Background: an optimization exercise with open tools, aiming at small area, a short achievable clock period and few clock cycles per item. Do not read the settings as production practice.
In this exercise RTL edits were held to simulation tests only and were not proved equivalent to the original.
Power figures rest on the tool's default switching activity, not on a simulated workload.

## flow/config.mk

```make
export PLATFORM = sky130hd
export DESIGN_NAME = idct_top
export DESIGN_NICKNAME = idct_top
export VERILOG_FILES = /design/flow/design.v
export SDC_FILE = /design/flow/constraint.sdc
export NUM_CORES = 4
export LEC_CHECK = 0
export ABC_CLOCK_PERIOD_IN_PS = 3500
export CAP_MARGIN = 20
export CORE_MARGIN = 2
export CORE_UTILIZATION = 65
export CTS_CLUSTER_DIAMETER = 100
export CTS_CLUSTER_SIZE = 30
export PLACE_DENSITY = 0.8
export SETUP_SLACK_MARGIN = 5
export SLEW_MARGIN = 20
```

## flow/standard.sh

```bash
#!/bin/bash
# synth_recipe.tcl (not shown) runs the flow's synth.tcl, then flattens the netlist and writes it again
# the make line also repeats each setting of config.mk as NAME=value (left out here)
make -C /OpenROAD-flow-scripts/flow DESIGN_CONFIG=/design/flow/config.mk WORK_HOME=/design/flow/orfs CLKGATE_MAP_FILE= SYNTH_SCRIPT=/design/flow/synth_recipe.tcl "${@:-finish}"
```

## flow/design.v

```verilog
package idct_pkg;
	typedef logic signed [15:0] sample_t;    
	typedef logic signed [15:0] coeff_t;     
	typedef logic signed [39:0] acc_t;
	typedef logic [7:0]         pixel_t;
	typedef logic [17:0] sram_addr_t;
	typedef logic [15:0] sram_data_t;
	typedef logic [5:0] mat_idx_t;           
	typedef logic [4:0] blk_row_t;
	typedef logic [5:0] blk_col_t;
	typedef enum logic [2:0] {
		CTRL_IDLE,
		CTRL_FETCH,
		CTRL_PASS1,
		CTRL_PASS2,
		CTRL_DRAIN,
		CTRL_DONE
	} ctrl_state_t;
	typedef enum logic [1:0] {
		IO_IDLE,
		IO_READ,
		IO_WRITE
	} io_state_t;
endpackage
`timescale 1ns/1ns
module idct_tstore #(
	parameter int L = 3                   
) (
	input  logic            CLOCK_50_I,
	input  logic [7:0]      we,           
	input  logic [7:0][3:0] wd,           
	input  logic            hi_col,       
	output logic [7:0][3:0] rd            
);
	function automatic int port_slot(input int r, input int c);
		port_slot = (58 - L + 8 * (c % 4 - r) + ((c >= 4) ? 4 : 0) + 64) % 32;
	endfunction
	logic [7:0][31:0][3:0] ring;          
	always_ff @(posedge CLOCK_50_I) begin
		for (int r = 0; r < 8; r++) begin
			for (int s = 0; s < 32; s++) begin
				ring[r][s] <= ring[r][(s + 1) % 32];
				for (int c = 0; c < 8; c++) begin
					if (we[r] && port_slot(r, c) == s) begin
						ring[r][s] <= wd[c];
					end
				end
			end
		end
	end
	always_comb begin
		for (int r = 0; r < 8; r++) begin
			rd[r] = hi_col ? ring[r][4] : ring[r][0];
		end
	end
endmodule
`timescale 1ns/1ns
module idct_ds (
	input  logic       CLOCK_50_I,
	input  logic [2:0] ph2,          
	input  logic [3:0] x0,
	input  logic [3:0] x1,
	input  logic [3:0] x2,
	input  logic [3:0] x3,
	input  logic [3:0] x4,
	input  logic [3:0] x5,
	input  logic [3:0] x6,
	input  logic [3:0] x7,
	output logic [3:0] y0,
	output logic [3:0] y1,
	output logic [3:0] y2,
	output logic [3:0] y3,
	output logic [3:0] y4,
	output logic [3:0] y5,
	output logic [3:0] y6,
	output logic [3:0] y7
);
	localparam int LAT = 3;
	logic [2:0] q0;
	assign q0 = ph2;
	logic [2:0] q1;
	logic [2:0] q2;
	logic [2:0] q3;
	logic p0_last;
	logic p1_last;
	logic p2_last;
	logic p0_ge1;
	logic p0_ge2;
	logic p0_ge3;
	logic p1_ge1;
	logic p1_ge2;
	logic p1_ge3;
	logic p2_ge1;
	logic p2_ge2;
	logic p2_ge3;
	logic [3:0] d0_r1;
	logic [3:0] d0_r2;
	logic [3:0] d0_r3;
	logic [3:0] d1_r1;
	logic [3:0] d1_r2;
	logic [3:0] d1_r3;
	logic [3:0] d2_r1;
	logic [3:0] d2_r2;
	logic [3:0] d2_r3;
	logic [3:0] d3_r1;
	logic [3:0] d3_r2;
	logic [3:0] d3_r3;
	logic [3:0] a0_r1;
	logic [3:0] a1_r1;
	logic [3:0] b0_r1;
	logic [3:0] b0_r2;
	logic [3:0] b0_r3;
	logic [3:0] b0_r4;
	logic [3:0] b1_r1;
	logic [3:0] b1_r2;
	logic [3:0] b1_r3;
	logic [3:0] b1_r4;
	logic [3:0] u0_r1;
	logic [3:0] u0_r2;
	logic [3:0] u4_r1;
	logic [3:0] u4_r2;
	logic [3:0] t0_r1;
	logic [3:0] t0_r2;
	logic [3:0] t0_r3;
	logic [3:0] t4_r1;
	logic [3:0] t4_r2;
	logic [3:0] t4_r3;
	logic [3:0] t0d_r1;
	logic [3:0] t0d_r2;
	logic [3:0] t0d_r3;
	logic [3:0] t0d_r4;
	logic [3:0] t0d_r5;
	logic [3:0] t1d_r1;
	logic [3:0] t1d_r2;
	logic [3:0] t1d_r3;
	logic [3:0] t1d_r4;
	logic [3:0] t1d_r5;
	logic [3:0] t2d_r1;
	logic [3:0] t2d_r2;
	logic [3:0] t2d_r3;
	logic [3:0] t2d_r4;
	logic [3:0] t2d_r5;
	logic [3:0] t3d_r1;
	logic [3:0] t3d_r2;
	logic [3:0] t3d_r3;
	logic [3:0] t3d_r4;
	logic [3:0] t3d_r5;
	logic [3:0] y0_1_r1;
	logic [3:0] y0_2_r1;
	logic [3:0] y4_3_r1;
	logic [3:0] y4_4_r1;
	logic [3:0] y2_7_r1;
	logic [3:0] y2_9_r1;
	logic [3:0] y2_10_r1;
	logic [3:0] y2_11_r1;
	logic [3:0] y6_13_r1;
	logic [3:0] y6_16_r1;
	logic [3:0] y6_17_r1;
	logic [3:0] y6_18_r1;
	logic [3:0] m399_0_20_r1;
	logic [3:0] m2008_0_23_r1;
	logic [3:0] m1702_0_25_r1;
	logic [3:0] m399_1_28_r1;
	logic [3:0] m2008_1_31_r1;
	logic [3:0] m1702_1_33_r1;
	logic [3:0] m399_2_36_r1;
	logic [3:0] m2008_2_39_r1;
	logic [3:0] m1702_2_41_r1;
	logic [3:0] m399_3_44_r1;
	logic [3:0] m2008_3_47_r1;
	logic [3:0] m1702_3_49_r1;
	logic [3:0] y1_51_r1;
	logic [3:0] y1_53_r1;
	logic [3:0] y3_54_r1;
	logic [3:0] y3_56_r1;
	logic [3:0] y5_57_r1;
	logic [3:0] y5_59_r1;
	logic [3:0] y7_60_r1;
	logic [3:0] y7_62_r1;
	logic [3:0] u0_r1_m1_1;
	assign u0_r1_m1_1 = u0_r1 & {4{p1_ge1}};
	logic [3:0] u4_r1_m1_1;
	assign u4_r1_m1_1 = u4_r1 & {4{p1_ge1}};
	logic [3:0] d0_r1_m0_1;
	assign d0_r1_m0_1 = d0_r1 & {4{p0_ge1}};
	logic [3:0] d1_r1_m0_1;
	assign d1_r1_m0_1 = d1_r1 & {4{p0_ge1}};
	logic [3:0] d2_r1_m0_1;
	assign d2_r1_m0_1 = d2_r1 & {4{p0_ge1}};
	logic [3:0] d3_r1_m0_1;
	assign d3_r1_m0_1 = d3_r1 & {4{p0_ge1}};
	logic [3:0] t0_r2_m1_2;
	assign t0_r2_m1_2 = t0_r2 & {4{p1_ge2}};
	logic [3:0] t0_r3_m1_3;
	assign t0_r3_m1_3 = t0_r3 & {4{p1_ge3}};
	logic [3:0] u0_r2_m1_2;
	assign u0_r2_m1_2 = u0_r2 & {4{p1_ge2}};
	logic [3:0] t0_r1_m1_1;
	assign t0_r1_m1_1 = t0_r1 & {4{p1_ge1}};
	logic [3:0] t0_r2_m2_1;
	assign t0_r2_m2_1 = t0_r2 & {4{p2_ge1}};
	logic [3:0] t4_r2_m1_2;
	assign t4_r2_m1_2 = t4_r2 & {4{p1_ge2}};
	logic [3:0] t4_r3_m1_3;
	assign t4_r3_m1_3 = t4_r3 & {4{p1_ge3}};
	logic [3:0] u4_r2_m1_2;
	assign u4_r2_m1_2 = u4_r2 & {4{p1_ge2}};
	logic [3:0] t4_r1_m1_1;
	assign t4_r1_m1_1 = t4_r1 & {4{p1_ge1}};
	logic [3:0] t4_r2_m2_1;
	assign t4_r2_m2_1 = t4_r2 & {4{p2_ge1}};
	logic [3:0] b0_r2_m0_2;
	assign b0_r2_m0_2 = b0_r2 & {4{p0_ge2}};
	logic [3:0] b0_r3_m0_3;
	assign b0_r3_m0_3 = b0_r3 & {4{p0_ge3}};
	logic [3:0] b0_r1_m0_1;
	assign b0_r1_m0_1 = b0_r1 & {4{p0_ge1}};
	logic [3:0] b0_r3_m1_2;
	assign b0_r3_m1_2 = b0_r3 & {4{p1_ge2}};
	logic [3:0] b0_r4_m1_3;
	assign b0_r4_m1_3 = b0_r4 & {4{p1_ge3}};
	logic [3:0] b0_r2_m1_1;
	assign b0_r2_m1_1 = b0_r2 & {4{p1_ge1}};
	logic [3:0] b1_r2_m0_2;
	assign b1_r2_m0_2 = b1_r2 & {4{p0_ge2}};
	logic [3:0] b1_r3_m0_3;
	assign b1_r3_m0_3 = b1_r3 & {4{p0_ge3}};
	logic [3:0] b1_r1_m0_1;
	assign b1_r1_m0_1 = b1_r1 & {4{p0_ge1}};
	logic [3:0] b1_r3_m1_2;
	assign b1_r3_m1_2 = b1_r3 & {4{p1_ge2}};
	logic [3:0] b1_r2_m1_1;
	assign b1_r2_m1_1 = b1_r2 & {4{p1_ge1}};
	logic [3:0] b1_r4_m1_3;
	assign b1_r4_m1_3 = b1_r4 & {4{p1_ge3}};
	logic [3:0] t0d_r1_m0_1;
	assign t0d_r1_m0_1 = t0d_r1 & {4{p0_ge1}};
	logic [3:0] t0d_r2_m0_2;
	assign t0d_r2_m0_2 = t0d_r2 & {4{p0_ge2}};
	logic [3:0] t0d_r2_m1_1;
	assign t0d_r2_m1_1 = t0d_r2 & {4{p1_ge1}};
	logic [3:0] t0d_r3_m1_2;
	assign t0d_r3_m1_2 = t0d_r3 & {4{p1_ge2}};
	logic [3:0] t0d_r4_m1_3;
	assign t0d_r4_m1_3 = t0d_r4 & {4{p1_ge3}};
	logic [3:0] t0d_r4_m2_2;
	assign t0d_r4_m2_2 = t0d_r4 & {4{p2_ge2}};
	logic [3:0] t0d_r5_m2_3;
	assign t0d_r5_m2_3 = t0d_r5 & {4{p2_ge3}};
	logic [3:0] d0_r2_m0_2;
	assign d0_r2_m0_2 = d0_r2 & {4{p0_ge2}};
	logic [3:0] d0_r3_m0_3;
	assign d0_r3_m0_3 = d0_r3 & {4{p0_ge3}};
	logic [3:0] t0d_r3_m0_3;
	assign t0d_r3_m0_3 = t0d_r3 & {4{p0_ge3}};
	logic [3:0] t1d_r1_m0_1;
	assign t1d_r1_m0_1 = t1d_r1 & {4{p0_ge1}};
	logic [3:0] t1d_r2_m0_2;
	assign t1d_r2_m0_2 = t1d_r2 & {4{p0_ge2}};
	logic [3:0] t1d_r2_m1_1;
	assign t1d_r2_m1_1 = t1d_r2 & {4{p1_ge1}};
	logic [3:0] t1d_r3_m1_2;
	assign t1d_r3_m1_2 = t1d_r3 & {4{p1_ge2}};
	logic [3:0] t1d_r4_m1_3;
	assign t1d_r4_m1_3 = t1d_r4 & {4{p1_ge3}};
	logic [3:0] t1d_r4_m2_2;
	assign t1d_r4_m2_2 = t1d_r4 & {4{p2_ge2}};
	logic [3:0] t1d_r5_m2_3;
	assign t1d_r5_m2_3 = t1d_r5 & {4{p2_ge3}};
	logic [3:0] d1_r2_m0_2;
	assign d1_r2_m0_2 = d1_r2 & {4{p0_ge2}};
	logic [3:0] d1_r3_m0_3;
	assign d1_r3_m0_3 = d1_r3 & {4{p0_ge3}};
	logic [3:0] t1d_r3_m0_3;
	assign t1d_r3_m0_3 = t1d_r3 & {4{p0_ge3}};
	logic [3:0] t2d_r1_m0_1;
	assign t2d_r1_m0_1 = t2d_r1 & {4{p0_ge1}};
	logic [3:0] t2d_r2_m0_2;
	assign t2d_r2_m0_2 = t2d_r2 & {4{p0_ge2}};
	logic [3:0] t2d_r2_m1_1;
	assign t2d_r2_m1_1 = t2d_r2 & {4{p1_ge1}};
	logic [3:0] t2d_r3_m1_2;
	assign t2d_r3_m1_2 = t2d_r3 & {4{p1_ge2}};
	logic [3:0] t2d_r4_m1_3;
	assign t2d_r4_m1_3 = t2d_r4 & {4{p1_ge3}};
	logic [3:0] t2d_r4_m2_2;
	assign t2d_r4_m2_2 = t2d_r4 & {4{p2_ge2}};
	logic [3:0] t2d_r5_m2_3;
	assign t2d_r5_m2_3 = t2d_r5 & {4{p2_ge3}};
	logic [3:0] d2_r2_m0_2;
	assign d2_r2_m0_2 = d2_r2 & {4{p0_ge2}};
	logic [3:0] d2_r3_m0_3;
	assign d2_r3_m0_3 = d2_r3 & {4{p0_ge3}};
	logic [3:0] t2d_r3_m0_3;
	assign t2d_r3_m0_3 = t2d_r3 & {4{p0_ge3}};
	logic [3:0] t3d_r1_m0_1;
	assign t3d_r1_m0_1 = t3d_r1 & {4{p0_ge1}};
	logic [3:0] t3d_r2_m0_2;
	assign t3d_r2_m0_2 = t3d_r2 & {4{p0_ge2}};
	logic [3:0] t3d_r2_m1_1;
	assign t3d_r2_m1_1 = t3d_r2 & {4{p1_ge1}};
	logic [3:0] t3d_r3_m1_2;
	assign t3d_r3_m1_2 = t3d_r3 & {4{p1_ge2}};
	logic [3:0] t3d_r4_m1_3;
	assign t3d_r4_m1_3 = t3d_r4 & {4{p1_ge3}};
	logic [3:0] t3d_r4_m2_2;
	assign t3d_r4_m2_2 = t3d_r4 & {4{p2_ge2}};
	logic [3:0] t3d_r5_m2_3;
	assign t3d_r5_m2_3 = t3d_r5 & {4{p2_ge3}};
	logic [3:0] d3_r2_m0_2;
	assign d3_r2_m0_2 = d3_r2 & {4{p0_ge2}};
	logic [3:0] d3_r3_m0_3;
	assign d3_r3_m0_3 = d3_r3 & {4{p0_ge3}};
	logic [3:0] t3d_r3_m0_3;
	assign t3d_r3_m0_3 = t3d_r3 & {4{p0_ge3}};
	logic [3:0] e0;
	logic e0_c, e0_co;
	idct_dsadd e0_u (.a(x0), .b(x7), .ci(e0_c), .s(e0), .co(e0_co));
	logic [3:0] e1;
	logic e1_c, e1_co;
	idct_dsadd e1_u (.a(x1), .b(x6), .ci(e1_c), .s(e1), .co(e1_co));
	logic [3:0] e2;
	logic e2_c, e2_co;
	idct_dsadd e2_u (.a(x2), .b(x5), .ci(e2_c), .s(e2), .co(e2_co));
	logic [3:0] e3;
	logic e3_c, e3_co;
	idct_dsadd e3_u (.a(x3), .b(x4), .ci(e3_c), .s(e3), .co(e3_co));
	logic [3:0] d0;
	logic d0_c, d0_co;
	idct_dsadd d0_u (.a(x0), .b(~x7), .ci(d0_c), .s(d0), .co(d0_co));
	logic [3:0] d1;
	logic d1_c, d1_co;
	idct_dsadd d1_u (.a(x1), .b(~x6), .ci(d1_c), .s(d1), .co(d1_co));
	logic [3:0] d2;
	logic d2_c, d2_co;
	idct_dsadd d2_u (.a(x2), .b(~x5), .ci(d2_c), .s(d2), .co(d2_co));
	logic [3:0] d3;
	logic d3_c, d3_co;
	idct_dsadd d3_u (.a(x3), .b(~x4), .ci(d3_c), .s(d3), .co(d3_co));
	logic [3:0] a0;
	logic a0_c, a0_co;
	idct_dsadd a0_u (.a(e0), .b(e3), .ci(a0_c), .s(a0), .co(a0_co));
	logic [3:0] a1;
	logic a1_c, a1_co;
	idct_dsadd a1_u (.a(e1), .b(e2), .ci(a1_c), .s(a1), .co(a1_co));
	logic [3:0] b0;
	logic b0_c, b0_co;
	idct_dsadd b0_u (.a(e0), .b(~e3), .ci(b0_c), .s(b0), .co(b0_co));
	logic [3:0] b1;
	logic b1_c, b1_co;
	idct_dsadd b1_u (.a(e1), .b(~e2), .ci(b1_c), .s(b1), .co(b1_co));
	logic [3:0] u0;
	logic u0_c, u0_co;
	idct_dsadd u0_u (.a(a0_r1), .b(a1_r1), .ci(u0_c), .s(u0), .co(u0_co));
	logic [3:0] u4;
	logic u4_c, u4_co;
	idct_dsadd u4_u (.a(a0_r1), .b(~a1_r1), .ci(u4_c), .s(u4), .co(u4_co));
	logic [3:0] t0;
	logic t0_c, t0_co;
	idct_dsadd t0_u (.a(u0), .b({u0[2:0], u0_r1_m1_1[3:3]}), .ci(t0_c), .s(t0), .co(t0_co));
	logic [3:0] t4;
	logic t4_c, t4_co;
	idct_dsadd t4_u (.a(u4), .b({u4[2:0], u4_r1_m1_1[3:3]}), .ci(t4_c), .s(t4), .co(t4_co));
	logic [3:0] t0d;
	logic t0d_c, t0d_co;
	idct_dsadd t0d_u (.a(d0), .b({d0[2:0], d0_r1_m0_1[3:3]}), .ci(t0d_c), .s(t0d), .co(t0d_co));
	logic [3:0] t1d;
	logic t1d_c, t1d_co;
	idct_dsadd t1d_u (.a(d1), .b({d1[2:0], d1_r1_m0_1[3:3]}), .ci(t1d_c), .s(t1d), .co(t1d_co));
	logic [3:0] t2d;
	logic t2d_c, t2d_co;
	idct_dsadd t2d_u (.a(d2), .b({d2[2:0], d2_r1_m0_1[3:3]}), .ci(t2d_c), .s(t2d), .co(t2d_co));
	logic [3:0] t3d;
	logic t3d_c, t3d_co;
	idct_dsadd t3d_u (.a(d3), .b({d3[2:0], d3_r1_m0_1[3:3]}), .ci(t3d_c), .s(t3d), .co(t3d_co));
	logic [3:0] y0_1;
	logic y0_1_c, y0_1_co;
	idct_dsadd y0_1_u (.a({t0_r2_m1_2[2:0], t0_r3_m1_3[3:3]}), .b(~{u0_r1_m1_1[1:0], u0_r2_m1_2[3:2]}), .ci(y0_1_c), .s(y0_1), .co(y0_1_co));
	logic [3:0] y0_2;
	logic y0_2_c, y0_2_co;
	idct_dsadd y0_2_u (.a(y0_1_r1), .b(~{t0_r1[0:0], t0_r2_m2_1[3:1]}), .ci(y0_2_c), .s(y0_2), .co(y0_2_co));
	logic [3:0] y4_3;
	logic y4_3_c, y4_3_co;
	idct_dsadd y4_3_u (.a({t4_r2_m1_2[2:0], t4_r3_m1_3[3:3]}), .b(~{u4_r1_m1_1[1:0], u4_r2_m1_2[3:2]}), .ci(y4_3_c), .s(y4_3), .co(y4_3_co));
	logic [3:0] y4_4;
	logic y4_4_c, y4_4_co;
	idct_dsadd y4_4_u (.a(y4_3_r1), .b(~{t4_r1[0:0], t4_r2_m2_1[3:1]}), .ci(y4_4_c), .s(y4_4), .co(y4_4_co));
	logic [3:0] y2_5;
	logic y2_5_c, y2_5_co;
	idct_dsadd y2_5_u (.a({b0_r3_m1_2[0:0], b0_r4_m1_3[3:1]}), .b({b0_r1[1:0], b0_r2_m1_1[3:2]}), .ci(y2_5_c), .s(y2_5), .co(y2_5_co));
	logic [3:0] y2_6;
	logic y2_6_c, y2_6_co;
	idct_dsadd y2_6_u (.a({b1_r2_m0_2[1:0], b1_r3_m0_3[3:2]}), .b(b1_r1_m0_1), .ci(y2_6_c), .s(y2_6), .co(y2_6_co));
	logic [3:0] y2_7;
	logic y2_7_c, y2_7_co;
	idct_dsadd y2_7_u (.a(y2_6), .b(~{b0_r1_m0_1[0:0], b0_r2_m0_2[3:1]}), .ci(y2_7_c), .s(y2_7), .co(y2_7_co));
	logic [3:0] y2_8;
	logic y2_8_c, y2_8_co;
	idct_dsadd y2_8_u (.a(y2_7_r1), .b(~{b0_r2_m1_1[2:0], b0_r3_m1_2[3:3]}), .ci(y2_8_c), .s(y2_8), .co(y2_8_co));
	logic [3:0] y2_9;
	logic y2_9_c, y2_9_co;
	idct_dsadd y2_9_u (.a(b1_r3_m1_2), .b(b1_r1), .ci(y2_9_c), .s(y2_9), .co(y2_9_co));
	logic [3:0] y2_10;
	logic y2_10_c, y2_10_co;
	idct_dsadd y2_10_u (.a(y2_5), .b(y2_8), .ci(y2_10_c), .s(y2_10), .co(y2_10_co));
	logic [3:0] y2_11;
	logic y2_11_c, y2_11_co;
	idct_dsadd y2_11_u (.a(y2_10_r1), .b(~y2_9_r1), .ci(y2_11_c), .s(y2_11), .co(y2_11_co));
	logic [3:0] y6_12;
	logic y6_12_c, y6_12_co;
	idct_dsadd y6_12_u (.a({b0_r2_m0_2[1:0], b0_r3_m0_3[3:2]}), .b(b0_r1_m0_1), .ci(y6_12_c), .s(y6_12), .co(y6_12_co));
	logic [3:0] y6_13;
	logic y6_13_c, y6_13_co;
	idct_dsadd y6_13_u (.a(y6_12), .b({b1_r1_m0_1[0:0], b1_r2_m0_2[3:1]}), .ci(y6_13_c), .s(y6_13), .co(y6_13_co));
	logic [3:0] y6_14;
	logic y6_14_c, y6_14_co;
	idct_dsadd y6_14_u (.a({b1_r2_m1_1[2:0], b1_r3_m1_2[3:3]}), .b(y6_13_r1), .ci(y6_14_c), .s(y6_14), .co(y6_14_co));
	logic [3:0] y6_15;
	logic y6_15_c, y6_15_co;
	idct_dsadd y6_15_u (.a(b0_r3_m1_2), .b(b0_r1), .ci(y6_15_c), .s(y6_15), .co(y6_15_co));
	logic [3:0] y6_16;
	logic y6_16_c, y6_16_co;
	idct_dsadd y6_16_u (.a({b1_r3_m1_2[0:0], b1_r4_m1_3[3:1]}), .b({b1_r1[1:0], b1_r2_m1_1[3:2]}), .ci(y6_16_c), .s(y6_16), .co(y6_16_co));
	logic [3:0] y6_17;
	logic y6_17_c, y6_17_co;
	idct_dsadd y6_17_u (.a(y6_14), .b(~y6_15), .ci(y6_17_c), .s(y6_17), .co(y6_17_co));
	logic [3:0] y6_18;
	logic y6_18_c, y6_18_co;
	idct_dsadd y6_18_u (.a(y6_17_r1), .b(~y6_16_r1), .ci(y6_18_c), .s(y6_18), .co(y6_18_co));
	logic [3:0] m399_0_19;
	logic m399_0_19_c, m399_0_19_co;
	idct_dsadd m399_0_19_u (.a({t0d_r2_m1_1[0:0], t0d_r3_m1_2[3:1]}), .b({t0d_r1[1:0], t0d_r2_m1_1[3:2]}), .ci(m399_0_19_c), .s(m399_0_19), .co(m399_0_19_co));
	logic [3:0] m399_0_20;
	logic m399_0_20_c, m399_0_20_co;
	idct_dsadd m399_0_20_u (.a(t0d_r1), .b(m399_0_19), .ci(m399_0_20_c), .s(m399_0_20), .co(m399_0_20_co));
	logic [3:0] m1137_0_21;
	logic m1137_0_21_c, m1137_0_21_co;
	idct_dsadd m1137_0_21_u (.a({t0d_r4_m2_2[2:0], t0d_r5_m2_3[3:3]}), .b(~m399_0_20_r1), .ci(m1137_0_21_c), .s(m1137_0_21), .co(m1137_0_21_co));
	logic [3:0] m2008_0_22;
	logic m2008_0_22_c, m2008_0_22_co;
	idct_dsadd m2008_0_22_u (.a({d0_r2_m0_2[0:0], d0_r3_m0_3[3:1]}), .b(~{d0_r1_m0_1[2:0], d0_r2_m0_2[3:3]}), .ci(m2008_0_22_c), .s(m2008_0_22), .co(m2008_0_22_co));
	logic [3:0] m2008_0_23;
	logic m2008_0_23_c, m2008_0_23_co;
	idct_dsadd m2008_0_23_u (.a(m2008_0_22), .b(~{d0[0:0], d0_r1_m0_1[3:1]}), .ci(m2008_0_23_c), .s(m2008_0_23), .co(m2008_0_23_co));
	logic [3:0] m1702_0_24;
	logic m1702_0_24_c, m1702_0_24_co;
	idct_dsadd m1702_0_24_u (.a({d0_r1_m0_1[1:0], d0_r2_m0_2[3:2]}), .b({t0d_r2_m0_2[2:0], t0d_r3_m0_3[3:3]}), .ci(m1702_0_24_c), .s(m1702_0_24), .co(m1702_0_24_co));
	logic [3:0] m1702_0_25;
	logic m1702_0_25_c, m1702_0_25_co;
	idct_dsadd m1702_0_25_u (.a(m1702_0_24), .b({t0d_r1_m0_1[2:0], t0d_r2_m0_2[3:3]}), .ci(m1702_0_25_c), .s(m1702_0_25), .co(m1702_0_25_co));
	logic [3:0] m1702_0_26;
	logic m1702_0_26_c, m1702_0_26_co;
	idct_dsadd m1702_0_26_u (.a({t0d_r1[2:0], t0d_r2_m1_1[3:3]}), .b(m1702_0_25_r1), .ci(m1702_0_26_c), .s(m1702_0_26), .co(m1702_0_26_co));
	logic [3:0] m399_1_27;
	logic m399_1_27_c, m399_1_27_co;
	idct_dsadd m399_1_27_u (.a({t1d_r2_m1_1[0:0], t1d_r3_m1_2[3:1]}), .b({t1d_r1[1:0], t1d_r2_m1_1[3:2]}), .ci(m399_1_27_c), .s(m399_1_27), .co(m399_1_27_co));
	logic [3:0] m399_1_28;
	logic m399_1_28_c, m399_1_28_co;
	idct_dsadd m399_1_28_u (.a(t1d_r1), .b(m399_1_27), .ci(m399_1_28_c), .s(m399_1_28), .co(m399_1_28_co));
	logic [3:0] m1137_1_29;
	logic m1137_1_29_c, m1137_1_29_co;
	idct_dsadd m1137_1_29_u (.a({t1d_r4_m2_2[2:0], t1d_r5_m2_3[3:3]}), .b(~m399_1_28_r1), .ci(m1137_1_29_c), .s(m1137_1_29), .co(m1137_1_29_co));
	logic [3:0] m2008_1_30;
	logic m2008_1_30_c, m2008_1_30_co;
	idct_dsadd m2008_1_30_u (.a({d1_r2_m0_2[0:0], d1_r3_m0_3[3:1]}), .b(~{d1_r1_m0_1[2:0], d1_r2_m0_2[3:3]}), .ci(m2008_1_30_c), .s(m2008_1_30), .co(m2008_1_30_co));
	logic [3:0] m2008_1_31;
	logic m2008_1_31_c, m2008_1_31_co;
	idct_dsadd m2008_1_31_u (.a(m2008_1_30), .b(~{d1[0:0], d1_r1_m0_1[3:1]}), .ci(m2008_1_31_c), .s(m2008_1_31), .co(m2008_1_31_co));
	logic [3:0] m1702_1_32;
	logic m1702_1_32_c, m1702_1_32_co;
	idct_dsadd m1702_1_32_u (.a({d1_r1_m0_1[1:0], d1_r2_m0_2[3:2]}), .b({t1d_r2_m0_2[2:0], t1d_r3_m0_3[3:3]}), .ci(m1702_1_32_c), .s(m1702_1_32), .co(m1702_1_32_co));
	logic [3:0] m1702_1_33;
	logic m1702_1_33_c, m1702_1_33_co;
	idct_dsadd m1702_1_33_u (.a(m1702_1_32), .b({t1d_r1_m0_1[2:0], t1d_r2_m0_2[3:3]}), .ci(m1702_1_33_c), .s(m1702_1_33), .co(m1702_1_33_co));
	logic [3:0] m1702_1_34;
	logic m1702_1_34_c, m1702_1_34_co;
	idct_dsadd m1702_1_34_u (.a({t1d_r1[2:0], t1d_r2_m1_1[3:3]}), .b(m1702_1_33_r1), .ci(m1702_1_34_c), .s(m1702_1_34), .co(m1702_1_34_co));
	logic [3:0] m399_2_35;
	logic m399_2_35_c, m399_2_35_co;
	idct_dsadd m399_2_35_u (.a({t2d_r2_m1_1[0:0], t2d_r3_m1_2[3:1]}), .b({t2d_r1[1:0], t2d_r2_m1_1[3:2]}), .ci(m399_2_35_c), .s(m399_2_35), .co(m399_2_35_co));
	logic [3:0] m399_2_36;
	logic m399_2_36_c, m399_2_36_co;
	idct_dsadd m399_2_36_u (.a(t2d_r1), .b(m399_2_35), .ci(m399_2_36_c), .s(m399_2_36), .co(m399_2_36_co));
	logic [3:0] m1137_2_37;
	logic m1137_2_37_c, m1137_2_37_co;
	idct_dsadd m1137_2_37_u (.a({t2d_r4_m2_2[2:0], t2d_r5_m2_3[3:3]}), .b(~m399_2_36_r1), .ci(m1137_2_37_c), .s(m1137_2_37), .co(m1137_2_37_co));
	logic [3:0] m2008_2_38;
	logic m2008_2_38_c, m2008_2_38_co;
	idct_dsadd m2008_2_38_u (.a({d2_r2_m0_2[0:0], d2_r3_m0_3[3:1]}), .b(~{d2_r1_m0_1[2:0], d2_r2_m0_2[3:3]}), .ci(m2008_2_38_c), .s(m2008_2_38), .co(m2008_2_38_co));
	logic [3:0] m2008_2_39;
	logic m2008_2_39_c, m2008_2_39_co;
	idct_dsadd m2008_2_39_u (.a(m2008_2_38), .b(~{d2[0:0], d2_r1_m0_1[3:1]}), .ci(m2008_2_39_c), .s(m2008_2_39), .co(m2008_2_39_co));
	logic [3:0] m1702_2_40;
	logic m1702_2_40_c, m1702_2_40_co;
	idct_dsadd m1702_2_40_u (.a({d2_r1_m0_1[1:0], d2_r2_m0_2[3:2]}), .b({t2d_r2_m0_2[2:0], t2d_r3_m0_3[3:3]}), .ci(m1702_2_40_c), .s(m1702_2_40), .co(m1702_2_40_co));
	logic [3:0] m1702_2_41;
	logic m1702_2_41_c, m1702_2_41_co;
	idct_dsadd m1702_2_41_u (.a(m1702_2_40), .b({t2d_r1_m0_1[2:0], t2d_r2_m0_2[3:3]}), .ci(m1702_2_41_c), .s(m1702_2_41), .co(m1702_2_41_co));
	logic [3:0] m1702_2_42;
	logic m1702_2_42_c, m1702_2_42_co;
	idct_dsadd m1702_2_42_u (.a({t2d_r1[2:0], t2d_r2_m1_1[3:3]}), .b(m1702_2_41_r1), .ci(m1702_2_42_c), .s(m1702_2_42), .co(m1702_2_42_co));
	logic [3:0] m399_3_43;
	logic m399_3_43_c, m399_3_43_co;
	idct_dsadd m399_3_43_u (.a({t3d_r2_m1_1[0:0], t3d_r3_m1_2[3:1]}), .b({t3d_r1[1:0], t3d_r2_m1_1[3:2]}), .ci(m399_3_43_c), .s(m399_3_43), .co(m399_3_43_co));
	logic [3:0] m399_3_44;
	logic m399_3_44_c, m399_3_44_co;
	idct_dsadd m399_3_44_u (.a(t3d_r1), .b(m399_3_43), .ci(m399_3_44_c), .s(m399_3_44), .co(m399_3_44_co));
	logic [3:0] m1137_3_45;
	logic m1137_3_45_c, m1137_3_45_co;
	idct_dsadd m1137_3_45_u (.a({t3d_r4_m2_2[2:0], t3d_r5_m2_3[3:3]}), .b(~m399_3_44_r1), .ci(m1137_3_45_c), .s(m1137_3_45), .co(m1137_3_45_co));
	logic [3:0] m2008_3_46;
	logic m2008_3_46_c, m2008_3_46_co;
	idct_dsadd m2008_3_46_u (.a({d3_r2_m0_2[0:0], d3_r3_m0_3[3:1]}), .b(~{d3_r1_m0_1[2:0], d3_r2_m0_2[3:3]}), .ci(m2008_3_46_c), .s(m2008_3_46), .co(m2008_3_46_co));
	logic [3:0] m2008_3_47;
	logic m2008_3_47_c, m2008_3_47_co;
	idct_dsadd m2008_3_47_u (.a(m2008_3_46), .b(~{d3[0:0], d3_r1_m0_1[3:1]}), .ci(m2008_3_47_c), .s(m2008_3_47), .co(m2008_3_47_co));
	logic [3:0] m1702_3_48;
	logic m1702_3_48_c, m1702_3_48_co;
	idct_dsadd m1702_3_48_u (.a({d3_r1_m0_1[1:0], d3_r2_m0_2[3:2]}), .b({t3d_r2_m0_2[2:0], t3d_r3_m0_3[3:3]}), .ci(m1702_3_48_c), .s(m1702_3_48), .co(m1702_3_48_co));
	logic [3:0] m1702_3_49;
	logic m1702_3_49_c, m1702_3_49_co;
	idct_dsadd m1702_3_49_u (.a(m1702_3_48), .b({t3d_r1_m0_1[2:0], t3d_r2_m0_2[3:3]}), .ci(m1702_3_49_c), .s(m1702_3_49), .co(m1702_3_49_co));
	logic [3:0] m1702_3_50;
	logic m1702_3_50_c, m1702_3_50_co;
	idct_dsadd m1702_3_50_u (.a({t3d_r1[2:0], t3d_r2_m1_1[3:3]}), .b(m1702_3_49_r1), .ci(m1702_3_50_c), .s(m1702_3_50), .co(m1702_3_50_co));
	logic [3:0] y1_51;
	logic y1_51_c, y1_51_co;
	idct_dsadd y1_51_u (.a(m2008_0_23_r1), .b(m1702_1_34), .ci(y1_51_c), .s(y1_51), .co(y1_51_co));
	logic [3:0] y1_52;
	logic y1_52_c, y1_52_co;
	idct_dsadd y1_52_u (.a(m399_3_44_r1), .b(y1_51_r1), .ci(y1_52_c), .s(y1_52), .co(y1_52_co));
	logic [3:0] y1_53;
	logic y1_53_c, y1_53_co;
	idct_dsadd y1_53_u (.a(m1137_2_37), .b(y1_52), .ci(y1_53_c), .s(y1_53), .co(y1_53_co));
	logic [3:0] y3_54;
	logic y3_54_c, y3_54_co;
	idct_dsadd y3_54_u (.a(m1702_0_26), .b(~m2008_2_39_r1), .ci(y3_54_c), .s(y3_54), .co(y3_54_co));
	logic [3:0] y3_55;
	logic y3_55_c, y3_55_co;
	idct_dsadd y3_55_u (.a(y3_54_r1), .b(~m399_1_28_r1), .ci(y3_55_c), .s(y3_55), .co(y3_55_co));
	logic [3:0] y3_56;
	logic y3_56_c, y3_56_co;
	idct_dsadd y3_56_u (.a(y3_55), .b(~m1137_3_45), .ci(y3_56_c), .s(y3_56), .co(y3_56_co));
	logic [3:0] y5_57;
	logic y5_57_c, y5_57_co;
	idct_dsadd y5_57_u (.a(m1702_3_50), .b(~m2008_1_31_r1), .ci(y5_57_c), .s(y5_57), .co(y5_57_co));
	logic [3:0] y5_58;
	logic y5_58_c, y5_58_co;
	idct_dsadd y5_58_u (.a(m399_2_36_r1), .b(y5_57_r1), .ci(y5_58_c), .s(y5_58), .co(y5_58_co));
	logic [3:0] y5_59;
	logic y5_59_c, y5_59_co;
	idct_dsadd y5_59_u (.a(m1137_0_21), .b(y5_58), .ci(y5_59_c), .s(y5_59), .co(y5_59_co));
	logic [3:0] y7_60;
	logic y7_60_c, y7_60_co;
	idct_dsadd y7_60_u (.a(m1702_2_42), .b(~m2008_3_47_r1), .ci(y7_60_c), .s(y7_60), .co(y7_60_co));
	logic [3:0] y7_61;
	logic y7_61_c, y7_61_co;
	idct_dsadd y7_61_u (.a(m399_0_20_r1), .b(y7_60_r1), .ci(y7_61_c), .s(y7_61), .co(y7_61_co));
	logic [3:0] y7_62;
	logic y7_62_c, y7_62_co;
	idct_dsadd y7_62_u (.a(y7_61), .b(~m1137_1_29), .ci(y7_62_c), .s(y7_62), .co(y7_62_co));
	assign y0 = y0_2_r1;
	assign y1 = y1_53_r1;
	assign y2 = y2_11_r1;
	assign y3 = y3_56_r1;
	assign y4 = y4_4_r1;
	assign y5 = y5_59_r1;
	assign y6 = y6_18_r1;
	assign y7 = y7_62_r1;
	always_ff @(posedge CLOCK_50_I) begin
		q1 <= q0;
		q2 <= q1;
		q3 <= q2;
		p0_last <= (q0 == 3'd0);
		p1_last <= (q1 == 3'd0);
		p2_last <= (q2 == 3'd0);
		p0_ge1 <= (q1 >= 3'd1);
		p0_ge2 <= (q1 >= 3'd2);
		p0_ge3 <= (q1 >= 3'd3);
		p1_ge1 <= (q2 >= 3'd1);
		p1_ge2 <= (q2 >= 3'd2);
		p1_ge3 <= (q2 >= 3'd3);
		p2_ge1 <= (q3 >= 3'd1);
		p2_ge2 <= (q3 >= 3'd2);
		p2_ge3 <= (q3 >= 3'd3);
		e0_c <= p0_last ? 1'b0 : e0_co;
		e1_c <= p0_last ? 1'b0 : e1_co;
		e2_c <= p0_last ? 1'b0 : e2_co;
		e3_c <= p0_last ? 1'b0 : e3_co;
		d0_c <= p0_last ? 1'b1 : d0_co;
		d1_c <= p0_last ? 1'b1 : d1_co;
		d2_c <= p0_last ? 1'b1 : d2_co;
		d3_c <= p0_last ? 1'b1 : d3_co;
		a0_c <= p0_last ? 1'b0 : a0_co;
		a1_c <= p0_last ? 1'b0 : a1_co;
		b0_c <= p0_last ? 1'b1 : b0_co;
		b1_c <= p0_last ? 1'b1 : b1_co;
		u0_c <= p1_last ? 1'b0 : u0_co;
		u4_c <= p1_last ? 1'b1 : u4_co;
		t0_c <= p1_last ? 1'b0 : t0_co;
		t4_c <= p1_last ? 1'b0 : t4_co;
		t0d_c <= p0_last ? 1'b0 : t0d_co;
		t1d_c <= p0_last ? 1'b0 : t1d_co;
		t2d_c <= p0_last ? 1'b0 : t2d_co;
		t3d_c <= p0_last ? 1'b0 : t3d_co;
		y0_1_c <= p1_last ? 1'b1 : y0_1_co;
		y0_2_c <= p2_last ? 1'b1 : y0_2_co;
		y4_3_c <= p1_last ? 1'b1 : y4_3_co;
		y4_4_c <= p2_last ? 1'b1 : y4_4_co;
		y2_5_c <= p1_last ? 1'b0 : y2_5_co;
		y2_6_c <= p0_last ? 1'b0 : y2_6_co;
		y2_7_c <= p0_last ? 1'b1 : y2_7_co;
		y2_8_c <= p1_last ? 1'b1 : y2_8_co;
		y2_9_c <= p1_last ? 1'b0 : y2_9_co;
		y2_10_c <= p1_last ? 1'b0 : y2_10_co;
		y2_11_c <= p2_last ? 1'b1 : y2_11_co;
		y6_12_c <= p0_last ? 1'b0 : y6_12_co;
		y6_13_c <= p0_last ? 1'b0 : y6_13_co;
		y6_14_c <= p1_last ? 1'b0 : y6_14_co;
		y6_15_c <= p1_last ? 1'b0 : y6_15_co;
		y6_16_c <= p1_last ? 1'b0 : y6_16_co;
		y6_17_c <= p1_last ? 1'b1 : y6_17_co;
		y6_18_c <= p2_last ? 1'b1 : y6_18_co;
		m399_0_19_c <= p1_last ? 1'b0 : m399_0_19_co;
		m399_0_20_c <= p1_last ? 1'b0 : m399_0_20_co;
		m1137_0_21_c <= p2_last ? 1'b1 : m1137_0_21_co;
		m2008_0_22_c <= p0_last ? 1'b1 : m2008_0_22_co;
		m2008_0_23_c <= p0_last ? 1'b1 : m2008_0_23_co;
		m1702_0_24_c <= p0_last ? 1'b0 : m1702_0_24_co;
		m1702_0_25_c <= p0_last ? 1'b0 : m1702_0_25_co;
		m1702_0_26_c <= p1_last ? 1'b0 : m1702_0_26_co;
		m399_1_27_c <= p1_last ? 1'b0 : m399_1_27_co;
		m399_1_28_c <= p1_last ? 1'b0 : m399_1_28_co;
		m1137_1_29_c <= p2_last ? 1'b1 : m1137_1_29_co;
		m2008_1_30_c <= p0_last ? 1'b1 : m2008_1_30_co;
		m2008_1_31_c <= p0_last ? 1'b1 : m2008_1_31_co;
		m1702_1_32_c <= p0_last ? 1'b0 : m1702_1_32_co;
		m1702_1_33_c <= p0_last ? 1'b0 : m1702_1_33_co;
		m1702_1_34_c <= p1_last ? 1'b0 : m1702_1_34_co;
		m399_2_35_c <= p1_last ? 1'b0 : m399_2_35_co;
		m399_2_36_c <= p1_last ? 1'b0 : m399_2_36_co;
		m1137_2_37_c <= p2_last ? 1'b1 : m1137_2_37_co;
		m2008_2_38_c <= p0_last ? 1'b1 : m2008_2_38_co;
		m2008_2_39_c <= p0_last ? 1'b1 : m2008_2_39_co;
		m1702_2_40_c <= p0_last ? 1'b0 : m1702_2_40_co;
		m1702_2_41_c <= p0_last ? 1'b0 : m1702_2_41_co;
		m1702_2_42_c <= p1_last ? 1'b0 : m1702_2_42_co;
		m399_3_43_c <= p1_last ? 1'b0 : m399_3_43_co;
		m399_3_44_c <= p1_last ? 1'b0 : m399_3_44_co;
		m1137_3_45_c <= p2_last ? 1'b1 : m1137_3_45_co;
		m2008_3_46_c <= p0_last ? 1'b1 : m2008_3_46_co;
		m2008_3_47_c <= p0_last ? 1'b1 : m2008_3_47_co;
		m1702_3_48_c <= p0_last ? 1'b0 : m1702_3_48_co;
		m1702_3_49_c <= p0_last ? 1'b0 : m1702_3_49_co;
		m1702_3_50_c <= p1_last ? 1'b0 : m1702_3_50_co;
		y1_51_c <= p1_last ? 1'b0 : y1_51_co;
		y1_52_c <= p2_last ? 1'b0 : y1_52_co;
		y1_53_c <= p2_last ? 1'b0 : y1_53_co;
		y3_54_c <= p1_last ? 1'b1 : y3_54_co;
		y3_55_c <= p2_last ? 1'b1 : y3_55_co;
		y3_56_c <= p2_last ? 1'b1 : y3_56_co;
		y5_57_c <= p1_last ? 1'b1 : y5_57_co;
		y5_58_c <= p2_last ? 1'b0 : y5_58_co;
		y5_59_c <= p2_last ? 1'b0 : y5_59_co;
		y7_60_c <= p1_last ? 1'b1 : y7_60_co;
		y7_61_c <= p2_last ? 1'b0 : y7_61_co;
		y7_62_c <= p2_last ? 1'b1 : y7_62_co;
		d0_r1 <= d0;
		d0_r2 <= d0_r1;
		d0_r3 <= d0_r2;
		d1_r1 <= d1;
		d1_r2 <= d1_r1;
		d1_r3 <= d1_r2;
		d2_r1 <= d2;
		d2_r2 <= d2_r1;
		d2_r3 <= d2_r2;
		d3_r1 <= d3;
		d3_r2 <= d3_r1;
		d3_r3 <= d3_r2;
		a0_r1 <= a0;
		a1_r1 <= a1;
		b0_r1 <= b0;
		b0_r2 <= b0_r1;
		b0_r3 <= b0_r2;
		b0_r4 <= b0_r3;
		b1_r1 <= b1;
		b1_r2 <= b1_r1;
		b1_r3 <= b1_r2;
		b1_r4 <= b1_r3;
		u0_r1 <= u0;
		u0_r2 <= u0_r1;
		u4_r1 <= u4;
		u4_r2 <= u4_r1;
		t0_r1 <= t0;
		t0_r2 <= t0_r1;
		t0_r3 <= t0_r2;
		t4_r1 <= t4;
		t4_r2 <= t4_r1;
		t4_r3 <= t4_r2;
		t0d_r1 <= t0d;
		t0d_r2 <= t0d_r1;
		t0d_r3 <= t0d_r2;
		t0d_r4 <= t0d_r3;
		t0d_r5 <= t0d_r4;
		t1d_r1 <= t1d;
		t1d_r2 <= t1d_r1;
		t1d_r3 <= t1d_r2;
		t1d_r4 <= t1d_r3;
		t1d_r5 <= t1d_r4;
		t2d_r1 <= t2d;
		t2d_r2 <= t2d_r1;
		t2d_r3 <= t2d_r2;
		t2d_r4 <= t2d_r3;
		t2d_r5 <= t2d_r4;
		t3d_r1 <= t3d;
		t3d_r2 <= t3d_r1;
		t3d_r3 <= t3d_r2;
		t3d_r4 <= t3d_r3;
		t3d_r5 <= t3d_r4;
		y0_1_r1 <= y0_1;
		y0_2_r1 <= y0_2;
		y4_3_r1 <= y4_3;
		y4_4_r1 <= y4_4;
		y2_7_r1 <= y2_7;
		y2_9_r1 <= y2_9;
		y2_10_r1 <= y2_10;
		y2_11_r1 <= y2_11;
		y6_13_r1 <= y6_13;
		y6_16_r1 <= y6_16;
		y6_17_r1 <= y6_17;
		y6_18_r1 <= y6_18;
		m399_0_20_r1 <= m399_0_20;
		m2008_0_23_r1 <= m2008_0_23;
		m1702_0_25_r1 <= m1702_0_25;
		m399_1_28_r1 <= m399_1_28;
		m2008_1_31_r1 <= m2008_1_31;
		m1702_1_33_r1 <= m1702_1_33;
		m399_2_36_r1 <= m399_2_36;
		m2008_2_39_r1 <= m2008_2_39;
		m1702_2_41_r1 <= m1702_2_41;
		m399_3_44_r1 <= m399_3_44;
		m2008_3_47_r1 <= m2008_3_47;
		m1702_3_49_r1 <= m1702_3_49;
		y1_51_r1 <= y1_51;
		y1_53_r1 <= y1_53;
		y3_54_r1 <= y3_54;
		y3_56_r1 <= y3_56;
		y5_57_r1 <= y5_57;
		y5_59_r1 <= y5_59;
		y7_60_r1 <= y7_60;
		y7_62_r1 <= y7_62;
	end
endmodule
module idct_dsadd (
	input  logic [3:0] a,
	input  logic [3:0] b,
	input  logic       ci,
	output logic [3:0] s,
	output logic       co
);
	logic [4:0] c;
	assign c[0] = ci;
	for (genvar i = 0; i < 4; i++) begin : g_fa
		assign s[i]   = ~(a[i] ^ b[i] ^ ~c[i]);
		assign c[i+1] = ~((~a[i] & ~b[i]) | (~c[i] & (~a[i] | ~b[i])));
	end
	assign co = c[4];
endmodule
`timescale 1ns/1ns
module idct_top (
	input  logic                 CLOCK_50_I,
	input  logic                 resetn,
	input  logic                 start,
	input  idct_pkg::blk_row_t   block_row,
	input  idct_pkg::blk_col_t   block_col,
	output logic                 busy,
	output logic                 done,
	input  idct_pkg::sram_data_t sram_read_data,
	output idct_pkg::sram_data_t sram_write_data,
	output idct_pkg::sram_addr_t sram_address,
	output logic                 sram_we_n
);
	localparam int L       = 3;               
	localparam int DONE_TC = 146 + L;
	localparam int WR0     = 89 + L;          
	localparam int PIX0    = 81 + L;          
	logic [7:0] tc;
	logic [7:0] ac;                           
	logic [7:0] wc;                           
	logic       accept;
	logic       run;                          
	logic       idle_i;                       
	logic       busy_n;
	logic       we_q;                         
	assign accept    = start && idle_i;
	assign run       = !idle_i && !accept;
	assign busy_n    = accept || (!idle_i && tc != 8'(DONE_TC - 1));
	assign sram_we_n = !we_q;
	always_ff @(posedge CLOCK_50_I or negedge resetn) begin
		if (!resetn) begin
			busy   <= 1'b0;
			idle_i <= 1'b1;
			done   <= 1'b0;
			tc     <= '0;
			ac     <= '0;
			wc     <= '0;
		end else begin
			busy   <= busy_n;
			idle_i <= !busy_n;
			done   <= !accept && !idle_i && tc == 8'(DONE_TC - 1);
			if (accept) begin
				tc  <= 8'd1;
				ac  <= 8'd1;
				wc  <= 8'(1 - 88 - L);
			end else if (!idle_i) begin
				tc  <= tc + 8'd1;
				ac  <= ac + 8'd1;
				wc  <= wc + 8'd1;
			end
		end
	end
	logic [4:0]  rq;
	logic [5:0]  kq;
	logic [13:0] mpos;                        
	logic        rd_a, wr_a;                  
	logic [2:0]  k_a;                         
	logic        rd_first;                    
	logic        rd_second;                   
	logic [13:0] mpos_in;                     
	logic        rd1;
	logic [2:0]  c1;
	logic [15:0] hi;
	logic        wr_load;                     
	logic [2:0]  wr_i;
	logic [1:0]  wr_w;
	assign mpos    = {1'b0, rq, 8'd0} + {3'b0, rq, kq};
	assign mpos_in = {1'b0, block_row, 8'd0} + {3'b0, block_row, block_col};
	assign rd_a = (ac < 8'd64);
	assign wr_a = (wc < 8'd64) && !wc[3];
	assign k_a  = rd_a ? ac[5:3] : wc[2:0];
	always_ff @(posedge CLOCK_50_I or negedge resetn) begin
		if (!resetn) begin
			wr_load  <= 1'b0;
			we_q     <= 1'b0;
			rd_first  <= 1'b0;
			rd_second <= 1'b0;
		end else begin
			wr_load  <= run && wr_a;
			we_q     <= wr_load && !idle_i;
			rd_first  <= accept;
			rd_second <= rd_first;
		end
	end
	always_ff @(posedge CLOCK_50_I) begin
		rq   <= block_row;
		kq   <= block_col;
		rd1  <= rd_a;
		c1   <= ac[2:0];
		wr_i <= wc[2:0];
		wr_w <= wc[5:4];
		hi   <= {2'b0, mpos} + {10'd0, k_a, 3'd0} + {8'd0, k_a, 5'd0} + (rd_a ? 16'd9600 : 16'd0);
		if (rd_first) begin
			sram_address <= {15'(mpos_in) + 15'd9600, 3'd0};
		end else if (rd_second) begin
			sram_address <= {15'(mpos) + 15'd9600, 3'd1};
		end else if (rd1) begin
			sram_address <= {hi[14:0], c1};
		end else begin
			sram_address <= {hi, wr_w};
		end
	end
	logic [10:0][15:0] sr;                    
	logic [2:0]  ph2;                         
	logic [2:0]  dk;                          
	logic        pass2_ld;
	logic [7:0][3:0] sdig;
	logic [7:0][3:0] tdig;
	logic [7:0][3:0] tring;
	logic [7:0][3:0] xr;
	logic [2:0]  rd_col;
	logic        byp;                         
	logic [7:0][3:0] y;                       
	assign sr[0] = sram_read_data;
	assign ph2   = (tc < 8'd72) ? tc[2:0] + 3'd6 : tc[2:0];
	always_ff @(posedge CLOCK_50_I) begin
		dk       <= ph2;
		pass2_ld <= (tc >= 8'd72);
		rd_col   <= tc[5:3] - 3'd1;              
		byp      <= (tc >= 8'd72) && (tc <= 8'd75);
	end
	always_comb begin
		tdig    = tring;
		if (byp) begin
			tdig[7] = y[0];
		end
	end
	always_comb begin
		for (int n = 0; n < 8; n++) begin
			case (dk[1:0])
				2'd0:    sdig[n] = sr[7 - n][3:0];
				2'd1:    sdig[n] = sr[8 - n][7:4];
				2'd2:    sdig[n] = sr[9 - n][11:8];
				default: sdig[n] = sr[10 - n][15:12];
			endcase
		end
	end
	always_ff @(posedge CLOCK_50_I) begin
		sr[1] <= sram_read_data;
		for (int p = 2; p < 11; p++) begin
			sr[p] <= sr[p - 1];
		end
		for (int n = 0; n < 8; n++) begin
			if (dk[2]) begin
				xr[n] <= {4{xr[n][3]}};       
			end else if (pass2_ld) begin
				xr[n] <= tdig[n];
			end else begin
				xr[n] <= sdig[n];
			end
		end
	end
	idct_ds u_ds (
		.CLOCK_50_I(CLOCK_50_I), .ph2(ph2),
		.x0(xr[0]), .x1(xr[1]), .x2(xr[2]), .x3(xr[3]),
		.x4(xr[4]), .x5(xr[5]), .x6(xr[6]), .x7(xr[7]),
		.y0(y[0]), .y1(y[1]), .y2(y[2]), .y3(y[3]),
		.y4(y[4]), .y5(y[5]), .y6(y[6]), .y7(y[7])
	);
	logic [7:0] tz;                           
	logic [7:0] t_we;
	assign tz = tc - 8'(13 + L);
	always_ff @(posedge CLOCK_50_I) begin
		for (int r = 0; r < 8; r++) begin
			t_we[r] <= run && (tc >= 8'(13 + L)) && (tz < 8'd64) && (tz[5:3] == 3'(r)) && !tz[2];
		end
	end
	idct_tstore #(.L(L)) u_t (
		.CLOCK_50_I(CLOCK_50_I), .we(t_we), .wd(y), .hi_col(rd_col[2]), .rd(tring)
	);
	logic [7:0][3:0] yd1, yd2, yd3;
	logic [7:0][7:0] pix;
	logic [7:0][7:0] pa, pb;
	logic [7:0] pz;
	logic       pa_en, pb_en;
	assign pz = tc - 8'(PIX0 - 1);
	always_ff @(posedge CLOCK_50_I) begin
		pa_en <= (tc >= 8'(PIX0 - 1)) && (pz < 8'd64) && (pz[3:0] == 4'd0);
		pb_en <= (tc >= 8'(PIX0 - 1)) && (pz < 8'd64) && (pz[3:0] == 4'd8);
	end
	always_comb begin
		for (int i = 0; i < 8; i++) begin
			if (y[i][3]) begin
				pix[i] = 8'd0;
			end else if ((|y[i][2:0]) || (|yd1[i])) begin
				pix[i] = 8'd255;
			end else begin
				pix[i] = {yd2[i], yd3[i]};
			end
		end
	end
	always_ff @(posedge CLOCK_50_I) begin
		for (int i = 0; i < 8; i++) begin
			yd1[i] <= y[i];
			yd2[i] <= yd1[i];
			yd3[i] <= yd2[i];
			pa[i] <= pa_en ? pix[i] : pa[(i + 1) % 8];
			pb[i] <= pb_en ? pix[i] : pb[(i + 1) % 8];
		end
		sram_write_data <= {pa[1], (wr_i == 3'd0) ? pix[0] : pb[1]};
	end
endmodule
```

## flow/flow/run.sh

```bash
#!/bin/bash
set -euo pipefail
bash standard.sh SETUP_SLACK_MARGIN=6.0 finish > flow_make.log 2>&1
```

## flow/constraint.sdc

```tcl
create_clock -name core_clock -period 9.0 [get_ports {CLOCK_50_I}]
set_input_delay 1.8000 -clock core_clock [delete_from_list [all_inputs] [get_ports {CLOCK_50_I}]]
set_output_delay 1.8000 -clock core_clock [all_outputs]
set_load 0.01 [all_outputs]
```

==> results.yml <==
grt:
  gr-total-overflow: 0
  grt_pass1_vias: 28900
  grt_pass1_wl_um: 162000
  grt_antenna_before_repair: 11
  grt_max_degree: 65
  grt_usage_pct: 23.5
detailed_routing:
  wl_per_cell_um: 19.6
  drt-initial-drc-count: 1552
  ant_nets: 0
  totalWireLength_um: 105000
  drc: 0
  vias: 27000
  dr.pass1.iters: 5
  via_per_inst: 5.03
sta:
  slew_viol_final: 0
  fin_crit_sh_pct: 33.5
  finalSetupTns_ns: 0
  rsz0062_at_grt: "true"
  fin_crit_ns: 3.01
  fmax_ghz: 0.332
  tightestPinTransition_ns: 1.18
  maxSlewHeadroom_pct: 21.6
  setup_viol: 0
  fin_ws_ns: 5.99
  hold_viol_final: 0
  final.setup_skew_ns: 0.0241
layout:
  area_delta_synth_final_pct: 7.61
  layout.nets: 4591
  antenna_cells: 0
  final_core_util_pct: 70.7
  layout-drive-gt1-share_pct: 18.9
pwr:
  peakVddDrop_v: 0.000209
  p_int_mw: 13.8
  switchingPower_mw: 6.42
  pwr-share-clk_pct: 20.0
  total_leakage_power_nw: 26.9
  combPwrFrac_pct: 26.7
  power.total_mw: 20.3
  seqPwrFrac_pct: 53.3
  powerDensity_nw_per_um2: 323
  swShare_pct: 31.7
clock_tree:
  cts_buffers: 74
  path_clk_slew_ns: 0.11
  cts_buffer_depth: 3
  cts_tree: "yes"
  cts_hold_buf: 0
  htreeDepth: 3
  clockRootBuffer: "clkbuf_16"
  clk_latency_ns: 0.67
  clkSinkCount: 1941
synthesis:
  ys_types: 54
  synth_fa_ha_area_share_pct: 12.2
  synth_simple_gate_area_share_pct: 4.18
  synth_xor_area_share_pct: 0.406
  ys_ff_latch: 1941
  mappedNetlistArea_sq_um: 58200
  ys_warn_count: 3
  synth_compound_area_share_pct: 2.03
  ys_seq_area_share_pct: 67.2
  synth.avg_cell_area_sq_um: 14.1
  synth_edf_count: 8
  synth_flop_cell: "dfxtp_1"
  synth_cells: 4123
  synthMuxAreaShare_pct: 9.89
  syn_nets: 4522
  async_flop_share_pct: 1.60
  synth_top_family_by_area: "adder cells"
die:
  rows: 109
  die_y_um: 303
  core_region_area_sq_um: 88500
  dieArea_sq_um: 91900
  io_pins: 67
  start_util_pct: 65.7
  die_w_um: 303
critical_path:
  arrival_ns: 1.21
  cp.required_ns: 7.20
  cp_max_fo: 1
  crit_type: "flip-flop to primary output"
  startpoint_type: "flip-flop"
  end_kind: "primary output"
place:
  portBuffers: 66
  gp_congestion: 0.841
  dp_hpwl_um: 70400
  place_worst_setup_slack_ns: 4.59
job:
  drv_cap: 0
outcome:
  status: "complete, no violations"
min_path:
  min_path_type: "flip-flop to flip-flop"
==> state kept, by name, indices dropped and copies added (netlist names), 16 cells and up <==
| signal | flops |
|---|---|
| xr | 32 |
| yd3 | 32 |
| yd2 | 32 |
| pa | 64 |
| sram_address | 18 |
| sram_write_data | 16 |
| hi | 16 |
| u_t.ring | 1024 |
| yd1 | 32 |
| pb | 64 |
| sr | 136 |
==> cell families (layout without fill, tap and decap cells) <==
logic type / Yosys count / count (layout)
flops: 1941 / 1941
buf+inv: 630 / 713
mux: 485 / 485
simple gates: 458 / 458
fa+ha+maj: 369 / 369
compound gates: 213 / 213
xor+xnor: 27 / 27
==> layer usage <==
| layer | vias to the layer above | routed length [um] | global-route usage [%] | share of wire [%] |
|---|---|---|---|---|
| met3 | 161 | 4420 | 3.93 | 4.2 |
| met4 | 4 | 2950 | 6.74 | 2.8 |
| met1 | 13500 | 47400 | 32.0 | 45 |
| met2 | 436 | 50500 | 39.1 | 48 |
| met5 | - | 21 | 0 | 0.020 |
| li1 | 12900 | - | - | - |
==> worst max-delay path, stage by stage (launching register included) <==
cell	delay [ns]
dfrtp_1	0.38
inv_1	0.06
buf_6	0.10
==> synth_stat cells (5+ instances only) <==
library cell / n / area, sq um
a21oi_1: 95 / 475
and2_1: 94 / 588
and3_1: 7 / 43.8
buf_1: 31 / 116
buf_2: 11 / 55.1
clkbuf_1: 78 / 293
dfrtp_1: 30 / 751
dfxtp_1: 1902 / 38100
edfxtp_1: 8 / 240
fa_1: 333 / 6670
ha_1: 36 / 450
inv_1: 510 / 1910
mux2_2: 399 / 4490
mux2i_1: 54 / 541
mux4_2: 32 / 721
nand2_1: 152 / 571
nand2b_1: 16 / 100
nand3_1: 25 / 125
nor2_1: 64 / 240
nor2b_1: 34 / 213
nor3_1: 9 / 45.0
nor4_4: 8 / 170
o211ai_1: 5 / 37.5
o21ai_0: 79 / 395
or2_2: 28 / 175
or4_1: 6 / 45.0
xnor2_1: 16 / 140
xor2_1: 11 / 96.3
==> area by class of cell <==
type                    instances  area [sq um]
well taps                    1165          1460
clock buffers                  84          1950
multi-input cells            1552         17000
repair buffers                113           951
fillers                      5754         25900
flip-flops and latches       1941         39200
inverters                     510          1930
clock inverters                 6           130
==> layout by cell type (no fill, tap or decap), drive strengths merged, types with 28 or more instances in the layout <==
master and instances:
mux4 32, clkbuf 88, or2 28, buf 84, fa 333, ha 36, inv 510, dfxtp 1902
nand2 152, mux2 399, dfrtp 30, and2 94, a21oi 95, nor2 64, mux2i 54, nor2b 34
o21ai 79
==> final timing paths <==
path	from	end	slack, ns	cells after the start
worst min-delay path	u_t.ring[38]$_DFF_P_	u_t.ring[34]$_DFF_P_	0.32	0
worst max-delay path	we_q$_DFF_PN0_	sram_we_n	5.99	2
worst max register to register	u_ds.p0_ge3$_DFF_P_	u_ds.y2_7_c$_SDFF_PP1_	6.00	11
worst min register to register	u_t.ring[38]$_DFF_P_	u_t.ring[34]$_DFF_P_	0.32	0
min in group asynchronous	resetn	tc[7]$_DFFE_PN0P_	1.51	2
max in group asynchronous	resetn	idle_i$_DFF_PN1_	7.16	2
==> power by group through the flow <==
stage,logic (mW),clock network (mW),registers [mW]
floorplan,3.67,0,10.5
global placement,4.99,0,10.9
detailed placement,5.31,0,11.0
CTS,5.37,4.11,10.8
global route,6.41,4.40,10.9
finish,5.41,4.05,10.8
==> timing repair <==
action,4_1_cts,5_1_grt
setup endpoints to repair,98,39
setup buffers,21,5
resized for setup,217,89
cloned,0,1
pin swaps,7,35
hold endpoints to repair,0,0
==> stage by stage <==
step,cells,area (sq um),hold slack [ns]
after floorplan,4123,58300,0.310
after global routing,5371,62600,0.335
after detailed placement,5254,60100,0.312
after CTS,5365,62400,0.323
after global placement,5254,60100,0.310
final,5371,62600,0.324
Testbench counts, summed over its fixed seeds: cycles 19,072, blocks 128.

static timing again, ports no longer ideal:
No port has a modelled driver above. Below, the same layout with a new extraction and two added sets of constraints.
Step 1 sets driving cells, clkbuf_16 on the clock port and buf_2 on the other inputs (assumed; they add their load-dependent delay and slew).
Step 2 adds t to the input delays and takes it off the output delays; t is the mean of the earliest and latest rising clock arrival at the registers after step 1. Input paths then give back, and output paths get back, about the clock's delay inside the block.
Slacks: ideal ports / drivers / drivers and shift; pairs: ideal ports / drivers.
shift t [ns]: 0.724
slack for setup (ns): 5.989 / 5.926 / 5.317
worst setup path at the end: input to register
After both steps this run still meets setup and hold. The setup slack of this run moves by -0.063 ns with the drivers and by -0.672 ns with both steps.
